Context: an optimization exercise on an open-source flow, tuned for a short achievable clock period and few clock cycles per item. The choices shown serve that exercise and are no tape-out recipe. The RTL was checked by simulation tests, not by an equivalence proof against the original design.

==> wip/willow: inputs <==
## cache_level_ctrl
module cache_level_ctrl #(
    parameter int ADDR_W     = DEF_ADDR_W,
    parameter int LINE_BYTES = DEF_LINE_BYTES,
    parameter int SETS       = DEF_SETS,
    parameter int WAYS       = DEF_WAYS,
    localparam int LINE_W    = 8 * LINE_BYTES,
    localparam int PUSH_W    = 1 + ADDR_W + LINE_W,
    localparam int POP_W     = ADDR_W + LINE_W
) (
    input  logic              CLK,
    input  logic              Reset,
    input  logic              req_valid,
    output logic              req_ready,
    input  logic              req_we,
    input  logic [ADDR_W-1:0] req_addr,
    input  logic [7:0]        req_wdata,
    output logic              resp_valid,
    output logic [7:0]        Dato_Salida,
    output logic              Hit,
    output logic              Desalojo,
    output logic              push_valid,
    input  logic              push_ready,
    output logic [PUSH_W-1:0] D_PUSH,
    input  logic [POP_W-1:0]  D_POP,
    input  logic              pop_valid
);
    localparam int OFF_W = $clog2(LINE_BYTES);
    localparam int IDX_W = $clog2(SETS);
    localparam int TAG_W = ADDR_W - IDX_W - OFF_W;
    localparam int RQ   = 16;   
    localparam int PQ   = 8;    
    localparam int FQ   = 8;    
    localparam int FQ_W = 3;
    logic              s_v, s_we;
    logic [ADDR_W-1:0] s_addr;
    logic [7:0]        s_wd;
    logic              c_v, c_we;
  ...
Settings: LEC_CHECK=0, ABC_CLOCK_PERIOD_IN_PS=2500, CAP_MARGIN=20, CORE_MARGIN=2, CORE_UTILIZATION=40, SETUP_SLACK_MARGIN=2.5, SLEW_MARGIN=20, TNS_END_PERCENT=10; clock period 6.0 ns.
run.sh (not shown) runs the stock make flow with config.mk's settings and CLKGATE_MAP_FILE= SYNTH_SCRIPT=/design/flow/synth_recipe.tcl, a recipe that flattens the netlist after the stock synthesis.
==> inputs of wip/lagoon, as changes to wip/willow <==
--- a/flow/design.v
+++ b/flow/design.v
@@ -8,17 +8,21 @@
 module cache_tag_array #(
     parameter int SETS  = DEF_SETS,
     parameter int TAG_W = 17,
     parameter int IDX_W = 4
 ) (
     input  logic             CLK,
     input  logic             Reset,
+    input  logic [IDX_W-1:0] st_idx,
     input  logic [IDX_W-1:0] lk_idx,
     input  logic [TAG_W-1:0] lk_tag,
     output logic [1:0]       lk_match,
+    input  logic [IDX_W-1:0] lk2_idx,
+    input  logic [TAG_W-1:0] lk2_tag,
+    output logic [1:0]       lk2_match,
     output logic [1:0]       lk_valid,
     output logic [1:0]       lk_dirty,
     output logic             lk_ptr,
     output logic [TAG_W-1:0] lk_tag0,
     output logic [TAG_W-1:0] lk_tag1,
     input  logic             wr_en,
     input  logic [IDX_W-1:0] wr_idx,
@@ -29,29 +33,32 @@
     input  logic             wr_tag_way,
     input  logic [TAG_W-1:0] wr_tag
 );
     logic [1:0]       valid_q [SETS];
     logic [1:0]       dirty_q [SETS];
     logic [TAG_W-1:0] tag_q   [SETS][2];
     logic             ptr_q   [SETS];
-    logic [SETS-1:0]  sel;
+    logic [SETS-1:0]  sel, sel2;
     always_comb begin
-        lk_match = '0;
+        lk_match  = '0;
+        lk2_match = '0;
         for (int s = 0; s < SETS; s++) begin
-            sel[s] = (lk_idx == IDX_W'(s));
+            sel[s]  = (lk_idx == IDX_W'(s));
+            sel2[s] = (lk2_idx == IDX_W'(s));
             for (int w = 0; w < 2; w++) begin
                 if (sel[s] && valid_q[s][w] && tag_q[s][w] == lk_tag) lk_match[w] = 1'b1;
+                if (sel2[s] && valid_q[s][w] && tag_q[s][w] == lk2_tag) lk2_match[w] = 1'b1;
             end
         end
     end
-    assign lk_valid = valid_q[lk_idx];
-    assign lk_dirty = dirty_q[lk_idx];
-    assign lk_ptr   = ptr_q[lk_idx];
-    assign lk_tag0  = tag_q[lk_idx][0];
-    assign lk_tag1  = tag_q[lk_idx][1];
+    assign lk_valid = valid_q[st_idx];
+    assign lk_dirty = dirty_q[st_idx];
+    assign lk_ptr   = ptr_q[st_idx];
+    assign lk_tag0  = tag_q[st_idx][0];
+    assign lk_tag1  = tag_q[st_idx][1];
     always_ff @(posedge CLK) begin
         if (!Reset) begin
             for (int s = 0; s < SETS; s++) begin
                 valid_q[s] <= '0;
                 ptr_q[s]   <= 1'b0;
             end
         end else if (wr_en) begin
@@ -103,23 +110,27 @@
     logic [7:0]        s_wd;
     logic              c_v, c_we;
     logic [ADDR_W-1:0] c_addr;
     logic [7:0]        c_wd;
     logic [IDX_W-1:0]  c_idx;
     logic [TAG_W-1:0]  c_tag;
     logic accept;
-    assign req_ready = !s_v;
+    assign req_ready = rdy_q;
     assign accept    = req_valid && !s_v;
     assign c_v       = s_v || req_valid;
     assign c_we      = s_v ? s_we   : req_we;
     assign c_addr    = s_v ? s_addr : req_addr;
     assign c_wd      = s_v ? s_wd   : req_wdata;
     assign c_idx     = c_addr[OFF_W +: IDX_W];
     assign c_tag     = c_addr[ADDR_W-1 -: TAG_W];
     logic [1:0]       p_match;
+    logic [1:0]       p_match_s, p_match_r;
+    logic             p_eq_s, p_eq_r;
+    logic             rdy_q;
+    assign p_match = s_v ? p_match_s : p_match_r;
     logic [1:0]       p_valid;
     logic [1:0]       p_dirty;
     logic             p_ptr;
     logic [TAG_W-1:0] p_tag0, p_tag1;
     logic              l_v, l_we;
     logic [ADDR_W-1:0] l_addr;
     logic [7:0]        l_wd;
@@ -186,46 +197,67 @@
     logic              e_v, e_we, e_hit, e_way, e_evict;
     logic [OFF_W-1:0]  e_off;
     logic [IDX_W-1:0]  e_idx;
     logic [TAG_W-1:0]  e_tag;
     logic [TAG_W-1:0]  e_vtag;
     logic [7:0]        e_wd;
     logic [LINE_W-1:0] e_sl [2];    
+    logic [LINE_W-1:0]     l_sl [2];  
+    logic [LINE_BYTES-1:0] l_mk [2];  
     logic              e_pend;      
     logic              e_mask;      
+    logic [LINE_BYTES-1:0] e_mk [2];  
+    logic [1:0]        e_mkb;       
+    logic [2*SETS-1:0] e_wl;        
+    logic [LINE_BYTES-1:0] e_wb;    
     logic [FQ_W-1:0]   e_pfid;      
     logic e_go, e_adv, e_stall;
     logic l_go, l_adv;
     assign e_adv = !e_v || e_go;
     assign l_go  = l_v && e_adv;
     assign l_adv = !l_v || e_adv;
     cache_tag_array #(
         .SETS (SETS),
         .TAG_W(TAG_W),
         .IDX_W(IDX_W)
     ) u_tags (
         .CLK       (CLK),
         .Reset     (Reset),
-        .lk_idx    (c_idx),
-        .lk_tag    (c_tag),
-        .lk_match  (p_match),
+        .st_idx    (c_idx),
+        .lk_idx    (s_addr[OFF_W +: IDX_W]),
+        .lk_tag    (s_addr[ADDR_W-1 -: TAG_W]),
+        .lk_match  (p_match_s),
+        .lk2_idx   (req_addr[OFF_W +: IDX_W]),
+        .lk2_tag   (req_addr[ADDR_W-1 -: TAG_W]),
+        .lk2_match (p_match_r),
         .lk_valid  (p_valid),
         .lk_dirty  (p_dirty),
         .lk_ptr    (p_ptr),
         .lk_tag0   (p_tag0),
         .lk_tag1   (p_tag1),
         .wr_en     (l_go),
         .wr_idx    (l_idx),
         .wr_valid  (n_valid),
         .wr_dirty  (n_dirty),
         .wr_ptr    (n_ptr),
         .wr_tag_en (l_go && !l_hit),
         .wr_tag_way(l_victim),
         .wr_tag    (l_tag)
     );
+    assign p_eq_s = (s_addr[ADDR_W-1 -: TAG_W] == l_tag);
+    assign p_eq_r = (req_addr[ADDR_W-1 -: TAG_W] == l_tag);
+    always_ff @(posedge CLK) begin
+        if (!Reset) begin
+            rdy_q <= 1'b1;
+        end else if (l_adv) begin
+            rdy_q <= 1'b1;
+        end else if (accept) begin
+            rdy_q <= 1'b0;
+        end
+    end
     always_ff @(posedge CLK) begin
         if (!Reset) begin
             s_v   <= 1'b0;
             l_v   <= 1'b0;
             bp_go <= 1'b0;
             e_v   <= 1'b0;
         end else begin
@@ -238,15 +270,15 @@
                 l_pvalid <= p_valid;
                 l_pdirty <= p_dirty;
                 l_pptr   <= p_ptr;
                 l_ptag[0] <= p_tag0;
                 l_ptag[1] <= p_tag1;
                 bp_go    <= l_go;
                 bp_same  <= (c_idx == l_idx);
-                bp_eq    <= (c_tag == l_tag);
+                bp_eq    <= s_v ? p_eq_s : p_eq_r;
                 bp_miss  <= !l_hit;
                 bp_way   <= l_way;
                 bp_valid <= n_valid;
                 bp_dirty <= n_dirty;
                 bp_ptr   <= n_ptr;
                 bp_tag   <= l_tag;
                 s_v      <= 1'b0;
@@ -263,14 +295,16 @@
                 e_way   <= l_way;
                 e_evict <= l_evict;
                 e_off   <= l_off;
                 e_idx   <= l_idx;
                 e_tag   <= l_tag;
                 e_vtag  <= l_vtag;
                 e_wd    <= l_wd;
+                for (int i = 0; i < 2*SETS; i++) e_wl[i] <= (l_idx == IDX_W'(i/2)) && (l_way == (i%2));
+                e_wb    <= LINE_BYTES'(1) << l_off;
             end
         end
     end
     logic [LINE_W-1:0]     data_q  [SETS][2];
     logic [1:0]            pend_q  [SETS];
     logic [LINE_BYTES-1:0] mask_q  [SETS][2];
     logic [FQ_W-1:0]       pfid_q  [SETS][2];
@@ -296,58 +330,92 @@
     logic [OFF_W-1:0] ro [RQ];
     logic [PUSH_W-1:0] pq_e [PQ];
     logic              pq_v [PQ];
     logic e_miss;
     assign e_miss  = !e_hit;
     assign e_stall = rv[RQ-1] || (e_miss && (pq_v[PQ-2] || fs_v[FQ-1] || e_pend));
     assign e_go    = e_v && !e_stall;
-    logic [1:0]        pend_l, mask_l;
+    logic [1:0]        pend_l;
     logic [FQ_W-1:0]   pfid_l [2];
     logic              e_same [2];
     logic              f_same [2];
+    logic              pc_e [2];
+    logic              pc_f [2];
     always_comb begin
         for (int w = 0; w < 2; w++) begin
             e_same[w] = e_go && e_idx == l_idx && e_way == w;
             f_same[w] = pop_now && f_idx == l_idx && f_way == w;
+            pc_e[w]   = e_go && e_idx == c_idx && e_way == w;
+            pc_f[w]   = pop_now && f_idx == c_idx && f_way == w;
             pend_l[w] = (pend_q[l_idx][w] && !f_same[w]) || (e_same[w] && e_miss);
-            if (e_same[w]) begin
-                mask_l[w] = (e_hit && mask_q[l_idx][w][l_off]) || (e_we && e_off == l_off);
-            end else begin
-                mask_l[w] = mask_q[l_idx][w][l_off];
-            end
             pfid_l[w] = (e_same[w] && e_miss) ? fq_tail : pfid_q[l_idx][w];
         end
     end
     always_ff @(posedge CLK) begin
+        for (int w = 0; w < 2; w++) begin
+            if (l_adv) begin
+                if (pc_e[w]) begin
+                    l_mk[w] <= (e_hit ? mask_q[c_idx][w] : '0) |
+                               (e_we ? (LINE_BYTES'(1) << e_off) : '0);
+                end else begin
+                    l_mk[w] <= mask_q[c_idx][w];
+                end
+            end
+            for (int b = 0; b < LINE_BYTES; b++) begin
+                if (l_adv) begin
+                    if (pc_e[w] && e_we && e_off == OFF_W'(b))
+                        l_sl[w][8*b +: 8] <= e_wd;
+                    else if (pc_f[w] && !mask_q[c_idx][w][b])
+                        l_sl[w][8*b +: 8] <= pop_line[8*b +: 8];
+                    else
+                        l_sl[w][8*b +: 8] <= data_q[c_idx][w][8*b +: 8];
+                end else begin
+                    if (f_same[w] && !l_mk[w][b])
+                        l_sl[w][8*b +: 8] <= pop_line[8*b +: 8];
+                end
+            end
+        end
+    end
+    always_ff @(posedge CLK) begin
         if (e_adv) begin
             e_pend <= pend_l[l_way];
-            e_mask <= mask_l[l_way];
             e_pfid <= pfid_l[l_way];
+            for (int w = 0; w < 2; w++) begin
+                if (e_same[w]) begin
+                    e_mk[w]  <= (e_hit ? l_mk[w] : '0) |
+                                (e_we ? (LINE_BYTES'(1) << e_off) : '0);
+                    e_mkb[w] <= (e_hit && l_mk[w][l_off]) || (e_we && e_off == l_off);
+                end else begin
+                    e_mk[w]  <= l_mk[w];
+                    e_mkb[w] <= l_mk[w][l_off];
+                end
+            end
         end else if (pop_now && f_idx == e_idx && f_way == e_way) begin
             e_pend <= 1'b0;
         end
         for (int w = 0; w < 2; w++) begin
             for (int b = 0; b < LINE_BYTES; b++) begin
                 if (e_adv) begin
                     if (e_same[w] && e_we && e_off == OFF_W'(b))
                         e_sl[w][8*b +: 8] <= e_wd;
-                    else if (f_same[w] && !mask_q[l_idx][w][b])
+                    else if (f_same[w] && !l_mk[w][b])
                         e_sl[w][8*b +: 8] <= pop_line[8*b +: 8];
                     else
-                        e_sl[w][8*b +: 8] <= data_q[l_idx][w][8*b +: 8];
+                        e_sl[w][8*b +: 8] <= l_sl[w][8*b +: 8];
                 end else begin
-                    if (pop_now && f_idx == e_idx && f_way == w && !mask_q[e_idx][w][b])
+                    if (pop_now && f_idx == e_idx && f_way == w && !e_mk[w][b])
                         e_sl[w][8*b +: 8] <= pop_line[8*b +: 8];
                 end
             end
         end
     end
     logic [LINE_W-1:0] e_line;
     logic [7:0]        e_byte;
     assign e_line = e_sl[e_way];
+    assign e_mask = e_mkb[e_way];
     assign e_byte = e_line[{e_off, 3'b000} +: 8];
     always_ff @(posedge CLK) begin
         if (!Reset) begin
             for (int s = 0; s < SETS; s++) pend_q[s] <= '0;
         end else begin
             if (pop_now) pend_q[f_idx][f_way] <= 1'b0;
             if (e_go && e_miss) pend_q[e_idx][e_way] <= 1'b1;
@@ -363,15 +431,15 @@
             end
         end
     end
     always_ff @(posedge CLK) begin
         for (int s = 0; s < SETS; s++) begin
             for (int w = 0; w < 2; w++) begin
                 for (int b = 0; b < LINE_BYTES; b++) begin
-                    if (e_go && e_we && e_idx == IDX_W'(s) && e_way == w && e_off == OFF_W'(b)) begin
+                    if (e_go && e_we && e_wl[2*s+w] && e_wb[b]) begin
                         data_q[s][w][8*b +: 8] <= e_wd;
                     end else if (pop_now && f_idx == IDX_W'(s) && f_way == w && !mask_q[s][w][b]) begin
                         data_q[s][w][8*b +: 8] <= pop_line[8*b +: 8];
                     end
                 end
             end
         end
@@ -471,15 +539,15 @@
     logic             rq_sh_e [RQ];
     logic [FQ_W-1:0]  rq_sh_f [RQ];
     logic [OFF_W-1:0] rq_sh_o [RQ];
     logic [RQ-1:0]    rq_free;
     logic             n_r;
     logic [7:0]       n_d;
     logic [FQ_W-1:0]  n_f;
-    assign deq = rv[0] && (rr[0] || (pop_now && rf[0] == fq_head));
+    assign deq = rv[0] && rr[0];
     always_comb begin
         for (int i = 0; i < RQ; i++) begin
             cap[i] = !rr[i] && pop_now && rf[i] == fq_head;
         end
         for (int i = 0; i < RQ; i++) begin
             int j;
             j = (deq && i < RQ-1) ? i + 1 : i;
@@ -530,14 +598,14 @@
                     re[i] <= e_evict;
                     rf[i] <= n_f;
                     ro[i] <= e_off;
                 end
             end
             resp_valid <= deq;
             if (deq) begin
-                Dato_Salida <= rr[0] ? rd[0] : pop_line[{ro[0], 3'b000} +: 8];
+                Dato_Salida <= rd[0];
                 Hit         <= rh[0];
                 Desalojo    <= re[0];
             end
         end
     end
 endmodule
CORE_UTILIZATION = 35   (was 40)
SETUP_SLACK_MARGIN = 3.0   (was 2.5)
TNS_END_PERCENT = 100   (was 10)
==> results.txt <==
wip/lagoon died in 5_1_grt. wip/willow completed with no timing, DRC or antenna violations.
Between wip/lagoon and wip/willow, the lower synthesized cell count is in wip/willow (gap 13%, measured against wip/willow).
Between wip/willow and wip/lagoon, the lower synthesized area is in wip/willow (gap about 4.7%, measured against wip/lagoon).
==> figures <==
Placed Area: wip/willow 0.2446 mm²; wip/lagoon 0.2584 mm²
Number of nets produced by synthesis: wip/willow 18,790; wip/lagoon 21,170
Setup repair bufs after CTS: wip/willow 98; wip/lagoon 1,116
Average instance area after synthesis: wip/willow 12.40 µm²; wip/lagoon 11.54 µm²
Die H: wip/willow 764.5 µm; wip/lagoon 836.8 µm
Area share of and/or/nand/nor cells after synthesis: wip/willow 9.574%; wip/lagoon 10.47%
Number of buffers created by CTS: wip/willow 479; wip/lagoon 481
Sequential area share after synthesis: wip/willow 57.56%; wip/lagoon 56.79%
Placement Setup Slack: wip/willow 0.9427 ns; wip/lagoon 0.6999 ns
Adder-cell area share of the yosys netlist: wip/willow 0.01082%; wip/lagoon 0.01031%
RD Place Congestion: wip/willow 0.9739; wip/lagoon 0.9833
Gate count after technology mapping: wip/willow 18,660; wip/lagoon 21,050
Complex-gate fraction of the synthesized area: wip/willow 10.74%; wip/lagoon 12.31%
Cell Area, Synth: wip/willow 0.2313 mm²; wip/lagoon 0.2428 mm²
Fraction of synthesized cell area in xor and xnor cells: wip/willow 2.421%; wip/lagoon 4.279%
HPWL after DPL: wip/willow 602,000 µm; wip/lagoon 696,600 µm
Status: wip/willow complete, no violations; wip/lagoon stopped before the end
Last stage reached: wip/willow -; wip/lagoon 5_1_grt
Flop and latch count out of synthesis: wip/willow 4,457; wip/lagoon 4,655
Clock sink count: wip/willow 4,457; wip/lagoon 4,655
Share of Yosys cell area claimed by the top area cell type: wip/willow 56.98%; wip/lagoon 55.21%
Testbench counts of wip/willow, summed over its fixed seeds: cycles 4,885, items 4,800.
Testbench counts of wip/lagoon, summed over its fixed seeds: cycles 4,893, items 4,800.

[what the ideal ports hide]
The results above use ideal ports. As a check the final layout listed here was re-extracted and re-timed, cells and wires unchanged.
Step 1 assumes that a clkbuf_16 drives the clock port and a buf_2 every other input.
Step 2 also shifts input and output timing later by t, the mid clock arrival at the registers, as if the neighbouring blocks saw the same clock.
Three values: no drivers, after step 1, after step 2; two values: the first two.
run: wip/willow
shift t [ns]: 1.195
slack for setup (ns): 2.155 / 2.155 / 1.228
worst hold slack (ns): 0.419 / 0.419 / 0.419
worst setup path after step 2: input to register
worst slew at a driven data input, ns: 0.29
After both steps wip/willow still meets setup and hold. For wip/willow, drivers alone change the setup slack by 0.000 ns; drivers and shift together by -0.927 ns.
